From an optimization exercise on the open Yosys and OpenROAD flow, aimed at small area; shortcuts taken in it are not production practice.
The RTL was checked by simulation tests, not by an equivalence proof against the original design.
Power figures rest on the tool's default switching activity, not on a simulated workload.

==> flow/design.v <==
`timescale 1ns/1ps
`default_nettype none
module game_top #(
    parameter logic [5:0] DEADLINE_START = 6'd15,
    parameter int         ITEM_SIZE      = 32
) (
    input  logic        posclk,
    input  logic        rst,
    input  logic        left,
    input  logic        right,
    input  logic        down,
    input  logic        up,
    input  logic        start,
    input  logic [2:0]  diff,
    output logic [10:0] block_x,
    output logic [9:0]  block_y,
    output logic [49:0] layer_top,
    output logic [43:0] item_x,
    output logic [39:0] item_y,
    output logic [3:0]  collected,
    output logic [5:0]  count,
    output logic        reminder1,
    output logic        reminder2,
    output logic        lose,
    output logic        win
);
    function automatic logic [10:0] add11(input logic [10:0] a, input logic [10:0] b,
                                          input logic ci);
        logic       c;
        logic [10:0] s;
        begin
            c = ci;
            for (int i = 0; i < 11; i++) begin
                s[i] = a[i] ^ b[i] ^ c;
                c    = (a[i] & b[i]) | (c & (a[i] ^ b[i]));
            end
            add11 = s;
        end
    endfunction
    function automatic logic [9:0] add10(input logic [9:0] a, input logic [9:0] b);
        logic [10:0] s;
        begin
            s     = add11({1'b0, a}, {1'b0, b}, 1'b0);
            add10 = s[9:0];
        end
    endfunction
    function automatic logic [4:0] add5(input logic [4:0] a, input logic [4:0] b);
        logic       c;
        logic [4:0] s;
        begin
            c = 1'b0;
            for (int i = 0; i < 5; i++) begin
                s[i] = a[i] ^ b[i] ^ c;
                c    = (a[i] & b[i]) | (c & (a[i] ^ b[i]));
            end
            add5 = s;
        end
    endfunction
    logic [10:0] bx;           
    logic [9:0]  by;
    logic [49:0] prev_top;
    logic [2:0]  spd;
    logic [2:0]  speed;
    logic [4:0]  wrap;         
    logic [4:0]  wrap_prev;    
    logic [54:0] gap_e;        
    logic [10:0] nby;
    always_comb begin
        case (diff)
            3'b000:  speed = 3'd1;
            3'b001:  speed = 3'd2;
            3'b010:  speed = 3'd3;
            3'b100:  speed = 3'd4;
            default: speed = 3'd2;
        endcase
    end
    assign nby = ~{1'b0, by};
    always_comb begin
        for (int i = 0; i < 5; i++) begin
            wrap_prev[i] = i != 3 && spd != 3'd0 && prev_top[10*i +: 10] >= 10'd765;
            gap_e[11*i +: 11] = add11({1'b0, prev_top[10*i +: 10]}, nby, 1'b0);
            if (i == 3)
                layer_top[10*i +: 10] = prev_top[10*i +: 10];
            else if (wrap_prev[i])
                layer_top[10*i +: 10] = 10'd10;
            else
                layer_top[10*i +: 10] = add10(prev_top[10*i +: 10], {7'd0, spd});
            wrap[i] = layer_top[10*i +: 10] >= 10'd765;
        end
    end
    always_ff @(posedge posclk) begin
        if (rst) begin
            prev_top <= {10'd830, 10'd660, 10'd500, 10'd320, 10'd150};
            spd      <= 3'd0;
        end else begin
            prev_top <= layer_top;
            prev_top[39:30] <= wrap[3] ? 10'd10 : add10(layer_top[39:30], {7'd0, speed});
            spd      <= speed;
        end
    end
    logic [3:0] cnt;
    logic       dec;
    logic       tick;
    logic [4:0] cnt_dec;
    assign cnt_dec   = add5({1'b0, cnt}, {5{tick}});
    assign tick      = (wrap[1] | wrap[3]) & start & (cnt != 4'd0);
    assign count     = {2'b00, cnt};
    assign reminder1 = dec ? cnt <= 4'd9 : cnt <= 4'd10;
    assign reminder2 = dec ? cnt <= 4'd4 : cnt <= 4'd5;
    assign lose      = dec ? cnt == 4'd0 : cnt <= 4'd1;
    always_ff @(posedge posclk) begin
        if (rst) begin
            cnt <= DEADLINE_START[3:0];
            dec <= 1'b0;
        end else begin
            cnt <= cnt_dec[3:0];
            dec <= tick;
        end
    end
    logic [10:0] x_next;
    logic [10:0] x_sum;
    logic [10:0] x_step;
    logic [9:0]  y_next;
    logic [10:0] y_sum;
    logic [9:0]  y_step;
    logic        landed;
    logic        respawn;
    logic [10:0] e;
    logic        near;
    logic        land_3;
    logic [4:0]  land_e;
    logic [4:0]  land_f;
    logic        land_jump;
    logic        land_last;
    logic [4:0]  jump_ok;
    logic [4:0]  solid;
    assign block_x = bx;
    assign block_y = by;
    always_comb begin
        solid[0] = bx < 11'd300 || bx > 11'd418;
        solid[1] = bx < 11'd900 || bx > 11'd1168;
        solid[2] = bx < 11'd580 || bx > 11'd768;
        solid[3] = solid[0];
        solid[4] = solid[1];
        jump_ok[1] = bx > 11'd295 && bx < 11'd423;
        jump_ok[0] = bx > 11'd895 && bx < 11'd1173;
        jump_ok[3] = bx > 11'd575 && bx < 11'd773;
        jump_ok[2] = jump_ok[0];
        jump_ok[4] = jump_ok[1];
        landed    = 1'b0;
        land_e    = 5'd0;
        land_3    = 1'b0;
        land_jump = 1'b0;
        land_last = 1'b0;
        for (int l = 0; l < 5; l++) begin
            e = gap_e[11*l +: 11];
            if (l == 3)                          
                near = e >= 11'd26 && e <= 11'd36;
            else if (e[10:6] != 5'd0)
                near = 1'b0;
            else begin
                case (spd)
                    3'd0:    near = e[5:0] >= 6'd26 && e[5:0] <= 6'd36;
                    3'd1:    near = e[5:0] >= 6'd25 && e[5:0] <= 6'd35;
                    3'd2:    near = e[5:0] >= 6'd24 && e[5:0] <= 6'd34;
                    3'd3:    near = e[5:0] >= 6'd23 && e[5:0] <= 6'd33;
                    default: near = e[5:0] >= 6'd22 && e[5:0] <= 6'd32;
                endcase
            end
            if (!landed && !wrap_prev[l] && solid[l] && near) begin
                landed    = 1'b1;
                land_e    = e[4:0];
                land_3    = (l == 3);
                land_jump = jump_ok[l];
                land_last = (l == 4);
            end
        end
        land_f = add5(land_e, land_3 ? 5'd0 : {2'b00, spd});
        respawn = by >= 10'd758;
        if (left && !right)
            x_step = 11'h7f7;                  
        else if (right && !left)
            x_step = 11'd9;
        else
            x_step = 11'd0;
        x_sum = add11(bx, x_step, 1'b0);
        if (respawn)
            x_next = 11'd700;
        else if (left && !right && bx < 11'd19)
            x_next = 11'd10;
        else if (right && !left && bx > 11'd1227)
            x_next = 11'd1236;
        else
            x_next = x_sum;
        if (landed && up && land_jump)
            y_step = 10'h338;                  
        else if (landed && up && land_last)
            y_step = 10'h3ba;                  
        else if (landed && up)
            y_step = 10'h39c;                  
        else if (landed)
            y_step = {{5{land_f[4]}}, land_f};    
        else if (down)
            y_step = 10'd16;                   
        else
            y_step = 10'd7;                    
        y_sum = add11({1'b0, by}, {1'b0, y_step}, landed && !up);
        if (landed) begin
            if (up && ((land_jump && by < 10'd210) || (!land_jump && land_last && by < 10'd80)
                       || (!land_jump && !land_last && by < 10'd110)))
                y_next = 10'd10;
            else
                y_next = y_sum[9:0];
        end else if (respawn) begin
            y_next = 10'd10;
        end else if ((down && by == 10'd0) || (!down && by < 10'd10)) begin
            y_next = 10'd17;
        end else begin
            y_next = y_sum[9:0];
        end
    end
    always_ff @(posedge posclk) begin
        if (rst) begin
            bx <= 11'd140;
            by <= 10'd200;
        end else begin
            bx <= x_next;
            by <= y_next;
        end
    end
    logic [3:0]  coll;
    logic [3:0]  snap;
    logic [3:0]  hit;
    logic [3:0]  xwin;
    logic [39:0] ride;
    logic [43:0] item_e;
    logic [10:0] ie;
    logic        yhit;
    assign ride  = {prev_top[19:10], prev_top[49:40], prev_top[29:20], prev_top[9:0]};
    assign item_e = {gap_e[21:11], gap_e[54:44], gap_e[32:22], gap_e[10:0]};
    assign xwin[0] = bx > 11'd68  && bx < 11'd132;
    assign xwin[1] = bx > 11'd868 && bx < 11'd932;
    assign xwin[2] = bx > 11'd118 && bx < 11'd182;
    assign xwin[3] = bx > 11'd568 && bx < 11'd632;
    always_comb begin
        for (int i = 0; i < 4; i++) begin
            if (coll[i])
                item_y[10*i +: 10] = 10'd900;
            else if (snap[i])
                item_y[10*i +: 10] = 10'd10;
            else
                item_y[10*i +: 10] = add10(ride[10*i +: 10], 10'h3d8);    
            ie = item_e[11*i +: 11];
            if (snap[i])
                yhit = by < 10'd42;
            else if (ride[10*i +: 10] >= 10'd40)
                yhit = ie >= 11'd8 && ie <= 11'd70;
            else
                yhit = ie >= 11'd1032 && ie <= 11'd1094;
            hit[i] = !coll[i] && xwin[i] && yhit;
        end
    end
    assign item_x[10:0]  = coll[0] ? 11'd900  : 11'd100;
    assign item_x[21:11] = coll[1] ? 11'd1100 : 11'd900;
    assign item_x[32:22] = coll[2] ? 11'd900  : 11'd150;
    assign item_x[43:33] = coll[3] ? 11'd1100 : 11'd600;
    assign collected = coll;
    assign win = &coll;
    always_ff @(posedge posclk) begin
        for (int i = 0; i < 4; i++) begin
            if (rst) begin
                coll[i] <= 1'b0;
                snap[i] <= 1'b0;
            end else begin
                coll[i] <= coll[i] | hit[i];
                snap[i] <= !snap[i] && (ride[10*i +: 10] < 10'd40 || ride[10*i +: 10] >= 10'd798);
            end
        end
    end
endmodule
`default_nettype wire
==> flow/config.mk <==
export PLATFORM = sky130hd
export DESIGN_NAME = game_top
export DESIGN_NICKNAME = game_top
export VERILOG_FILES = /design/flow/design.v
export SDC_FILE = /design/flow/constraint.sdc
export NUM_CORES = 4
export LEC_CHECK = 0
export CAP_MARGIN = 20
export CORE_MARGIN = 2
export CORE_UTILIZATION = 55
export PLACE_DENSITY = 0.65
export SLEW_MARGIN = 20
==> flow/constraint.sdc <==
create_clock -name core_clock -period 10.0 [get_ports {posclk}]
set_input_delay 2.0000 -clock core_clock [delete_from_list [all_inputs] [get_ports {posclk}]]
set_output_delay 2.0000 -clock core_clock [all_outputs]
set_load 0.01 [all_outputs]
standard.sh (not shown) runs the stock make flow with config.mk's settings and CLKGATE_MAP_FILE= SYNTH_SCRIPT=/design/flow/synth_recipe.tcl, a recipe that flattens the netlist after the stock synthesis.
==> flow/flow/run.sh <==
#!/bin/bash
# Standard synthesis; its combinational logic remapped for area by ABC with a few
# recipes (the flip-flops stay as synthesis made them); the smallest result is kept
# only if a SAT proof shows it equal to the standard netlist. Then the standard layout,
# with the smallest buffer on the ports, one tie cell per constant and a clkbuf_8 clock
# tree without dummy loads.
set -euo pipefail
export BUFFER_PORTS_ARGS="-buffer_cell sky130_fd_sc_hd__buf_1"
export CTS_ARGS="-sink_clustering_enable -repair_clock_nets -buf_list sky130_fd_sc_hd__clkbuf_4 -root_buf sky130_fd_sc_hd__clkbuf_8 -sink_clustering_size 10 -dont_use_dummy_load"
export SKIP_REPAIR_TIE_FANOUT=1
export GPL_KEEP_OVERFLOW=0
bash standard.sh synth > synth.log 2>&1
R=orfs/results/$FLOW_PLATFORM/game_top/base
Y=$FLOW_HOME/../tools/install/yosys/bin/yosys
LIB=$FLOW_HOME/platforms/$FLOW_PLATFORM/lib/sky130_fd_sc_hd__tt_025C_1v80.lib
cp $R/1_2_yosys.v standard_netlist.v
export REMAP_LIB=$LIB REMAP_IN=standard_netlist.v REMAP_TOP=$FLOW_TOP
export REMAP_DONT_USE="$(cat flow/dont_use.txt)"
recipes=(
  "+strash;&get -n;&deepsyn -J 10 -T 300;&put;&get -n;&dch -f;&nf -R 1000;&put"
  "+strash;&get -n;&deepsyn -J 10 -T 300;&put;&get -n;&dch -f;&nf -F 10 -A 10 -a -C 32 -p -R 1000;&put"
)
best=""; best_area=""
for i in "${!recipes[@]}"; do
    export REMAP_SCRIPT="${recipes[$i]}" REMAP_OUT=remap_$i.v REMAP_STAT=remap_stat_$i.txt
    if "$Y" -c flow/remap.tcl > remap_$i.log 2>&1; then
        a=$(awk '/Chip area/ {print $NF}' remap_stat_$i.txt)
        echo "recipe $i: area $a" >> remap.log
        if [[ -z "$best" ]] || awk -v a="$a" -v b="$best_area" 'BEGIN {exit !(a < b)}'; then
            best=remap_$i.v; best_area=$a
        fi
    else
        echo "recipe $i: failed" >> remap.log
    fi
done
if [[ -n "$best" ]] && bash flow/equiv.sh "$Y" standard_netlist.v "$best" "$LIB" > equiv.log 2>&1; then
    echo "$best (area $best_area) proven equal; using it" >> remap.log
    cp "$best" $R/1_2_yosys.v
else
    echo "no remapped netlist proven equal; keeping the standard netlist" >> remap.log
fi
bash standard.sh finish > finish.log 2>&1
==> flow/flow/remap.tcl <==
# Remap the combinational logic of the standard synthesis netlist for area.
# The flip-flops are kept as they are (same instances, names and cells).
yosys -import
set lib $::env(REMAP_LIB)
set dont_use {}
foreach c $::env(REMAP_DONT_USE) { lappend dont_use -dont_use $c }
read_liberty -ignore_miss_func $lib
read_verilog $::env(REMAP_IN)
hierarchy -top $::env(REMAP_TOP)
blackbox sky130_fd_sc_hd__dfxtp_1 {*}[expr {[info exists ::env(REMAP_KEEP)] ? $::env(REMAP_KEEP) : ""}]
flatten
opt_clean -purge
abc -liberty $lib {*}$dont_use -script $::env(REMAP_SCRIPT)
opt_clean -purge
write_verilog -noattr -noexpr $::env(REMAP_OUT).raw.v
design -reset
read_liberty -lib $lib
read_verilog $::env(REMAP_OUT).raw.v
hierarchy -top $::env(REMAP_TOP)
splitnets
opt_clean -purge
hilomap -singleton -hicell sky130_fd_sc_hd__conb_1 HI -locell sky130_fd_sc_hd__conb_1 LO
insbuf -buf sky130_fd_sc_hd__buf_4 A X
check -assert
tee -o $::env(REMAP_STAT) stat -liberty $lib
write_verilog -noattr -nohex -nodec $::env(REMAP_OUT)
Other scripts of this flow, unchanged in this note and not shown: flow/flow/cutff.py, flow/flow/dont_use.txt, flow/flow/equiv.sh
The first run completed with no timing, DRC or antenna violations.
==> next run, changes <==
--- a/flow/flow/run.sh
+++ b/flow/flow/run.sh
@@ -18,5 +18,7 @@
 export REMAP_DONT_USE="$(cat flow/dont_use.txt)"
+# Each recipe: cells kept as they are besides the flip-flops | ABC script.
 recipes=(
-  "+strash;&get -n;&deepsyn -J 10 -T 300;&put;&get -n;&dch -f;&nf -R 1000;&put"
-  "+strash;&get -n;&deepsyn -J 10 -T 300;&put;&get -n;&dch -f;&nf -F 10 -A 10 -a -C 32 -p -R 1000;&put"
+  "|+strash;&get -n;&deepsyn -T 30;&put;&get -n;&dch -f;&nf -R 1000;&put"
+  "|+strash;&get -n;&deepsyn -T 30;&put;&get -n;&dch -f;&nf -F 10 -A 10 -a -C 32 -p -R 1000;&put"
+  "sky130_fd_sc_hd__fa_1|+strash;&get -n;&deepsyn -T 30;&put;&get -n;&dch -f;&nf -F 10 -A 10 -a -C 32 -p -R 1000;&put"
 )
@@ -24,3 +26,4 @@
 for i in "${!recipes[@]}"; do
-    export REMAP_SCRIPT="${recipes[$i]}" REMAP_OUT=remap_$i.v REMAP_STAT=remap_stat_$i.txt
+    export REMAP_KEEP="${recipes[$i]%%|*}" REMAP_SCRIPT="${recipes[$i]#*|}"
+    export REMAP_OUT=remap_$i.v REMAP_STAT=remap_stat_$i.txt
     if "$Y" -c flow/remap.tcl > remap_$i.log 2>&1; then
--- a/flow/config.mk
+++ b/flow/config.mk
@@ -9,4 +9,4 @@
 export CORE_MARGIN = 2
-export CORE_UTILIZATION = 55
-export PLACE_DENSITY = 0.65
+export CORE_UTILIZATION = 65
+export PLACE_DENSITY = 0.75
 export SLEW_MARGIN = 20
The new run produced a clean layout.
Setup slack is worse by 1.3 ns.
Power went down by 7.9%.
Global-route usage went up by 2.3 points.
Final area went up by 0.57%.

* * *

// game_top: RTL as listed in full above, without the edits since
export LEC_CHECK = 0
export CAP_MARGIN = 20
export CORE_MARGIN = 2
export CORE_UTILIZATION = 65
export PLACE_DENSITY = 0.75
export SLEW_MARGIN = 20
create_clock -name core_clock -period 10.0 [get_ports {posclk}]
==> flow/flow/run.sh <==
#!/bin/bash
# Standard synthesis; its combinational logic remapped for area by ABC (the flip-flops
# stay as synthesis made them) and kept only if a SAT proof shows it equal to the
# standard netlist; then the standard layout, with the smallest buffer on the ports
# and a clkbuf_8 clock tree without dummy loads.
set -euo pipefail
export BUFFER_PORTS_ARGS="-buffer_cell sky130_fd_sc_hd__buf_1"
export CTS_ARGS="-sink_clustering_enable -repair_clock_nets -buf_list sky130_fd_sc_hd__clkbuf_8 -root_buf sky130_fd_sc_hd__clkbuf_8 -sink_clustering_size 25 -sink_clustering_max_diameter 80 -dont_use_dummy_load"
export SKIP_REPAIR_TIE_FANOUT=1
bash standard.sh synth > synth.log 2>&1
R=orfs/results/$FLOW_PLATFORM/game_top/base
Y=$FLOW_HOME/../tools/install/yosys/bin/yosys
LIB=$FLOW_HOME/platforms/$FLOW_PLATFORM/lib/sky130_fd_sc_hd__tt_025C_1v80.lib
cp $R/1_2_yosys.v standard_netlist.v
export REMAP_LIB=$LIB REMAP_IN=standard_netlist.v REMAP_OUT=remapped_netlist.v
export REMAP_STAT=remap_stat.txt REMAP_TOP=$FLOW_TOP
export REMAP_DONT_USE="$(cat flow/dont_use.txt)"
export REMAP_SCRIPT="+strash;&get -n;&deepsyn -T 30;&put;&get -n;&dch -f;&nf -R 1000;&put"
if "$Y" -c flow/remap.tcl > remap.log 2>&1 \
   && bash flow/equiv.sh "$Y" standard_netlist.v remapped_netlist.v "$LIB" > equiv.log 2>&1; then
    echo "remapped netlist proven equal; using it" >> remap.log
    cp remapped_netlist.v $R/1_2_yosys.v
else
    echo "remap failed or not proven; keeping the standard netlist" >> remap.log
fi
bash standard.sh finish > finish.log 2>&1
Scripts as last shown in full above: flow/flow/remap.tcl
Other scripts of this flow, unchanged in this note and not shown: flow/flow/cutff.py, flow/flow/dont_use.txt, flow/flow/equiv.sh
The starting point ran to the end with no violations.
Change:
--- a/flow/flow/run.sh
+++ b/flow/flow/run.sh
@@ -6,5 +6,5 @@
 set -euo pipefail
 export BUFFER_PORTS_ARGS="-buffer_cell sky130_fd_sc_hd__buf_1"
-export CTS_ARGS="-sink_clustering_enable -repair_clock_nets -buf_list sky130_fd_sc_hd__clkbuf_8 -root_buf sky130_fd_sc_hd__clkbuf_8 -sink_clustering_size 25 -sink_clustering_max_diameter 80 -dont_use_dummy_load"
+export CTS_ARGS="-repair_clock_nets -buf_list sky130_fd_sc_hd__clkbuf_8 -root_buf sky130_fd_sc_hd__clkbuf_8 -dont_use_dummy_load"
 export SKIP_REPAIR_TIE_FANOUT=1
 bash standard.sh synth > synth.log 2>&1
- The new run passed the timing, design-rule and antenna checks
- worst setup slack is unchanged
- via count stays the same
- maximum frequency does not change
- die area is unchanged
- utilization does not change
- synthesized cell count stays the same
- global-route usage is unchanged
- non-clock buffer count stays the same
- routed wire length stays the same
- final area stays the same
- final cell count does not change

## what the ideal ports hide
No port has a modelled driver above. Below, the same layouts with a new extraction and two added sets of constraints.
Step 1: set_driving_cell puts a clkbuf_16 on posclk and a buf_2 on each other input, an assumption about the parent block.
Step 2 also shifts input and output timing later by t, the mid clock arrival at the registers, as if the neighbouring blocks saw the same clock.
Slacks: no drivers / after step 1 / after step 2; pairs: no drivers / after step 1.
run	shift t [ns]	slack for setup (ns)	worst register clock-pin slew, ns	worst data-port slew with drivers (ns)
the first run of note 1	0.412	1.651 / 1.651 / 1.651	0.09 / 0.09	0.04
the second run of note 1	0.400	0.358 / 0.358 / 0.358	0.09 / 0.09	0.03
the first run of note 2	0.412	1.957 / 1.957 / 1.957	0.09 / 0.09	0.03
the second run of note 2	0.412	1.957 / 1.957 / 1.957	0.09 / 0.09	0.03
After both steps every run listed still meets setup and hold.
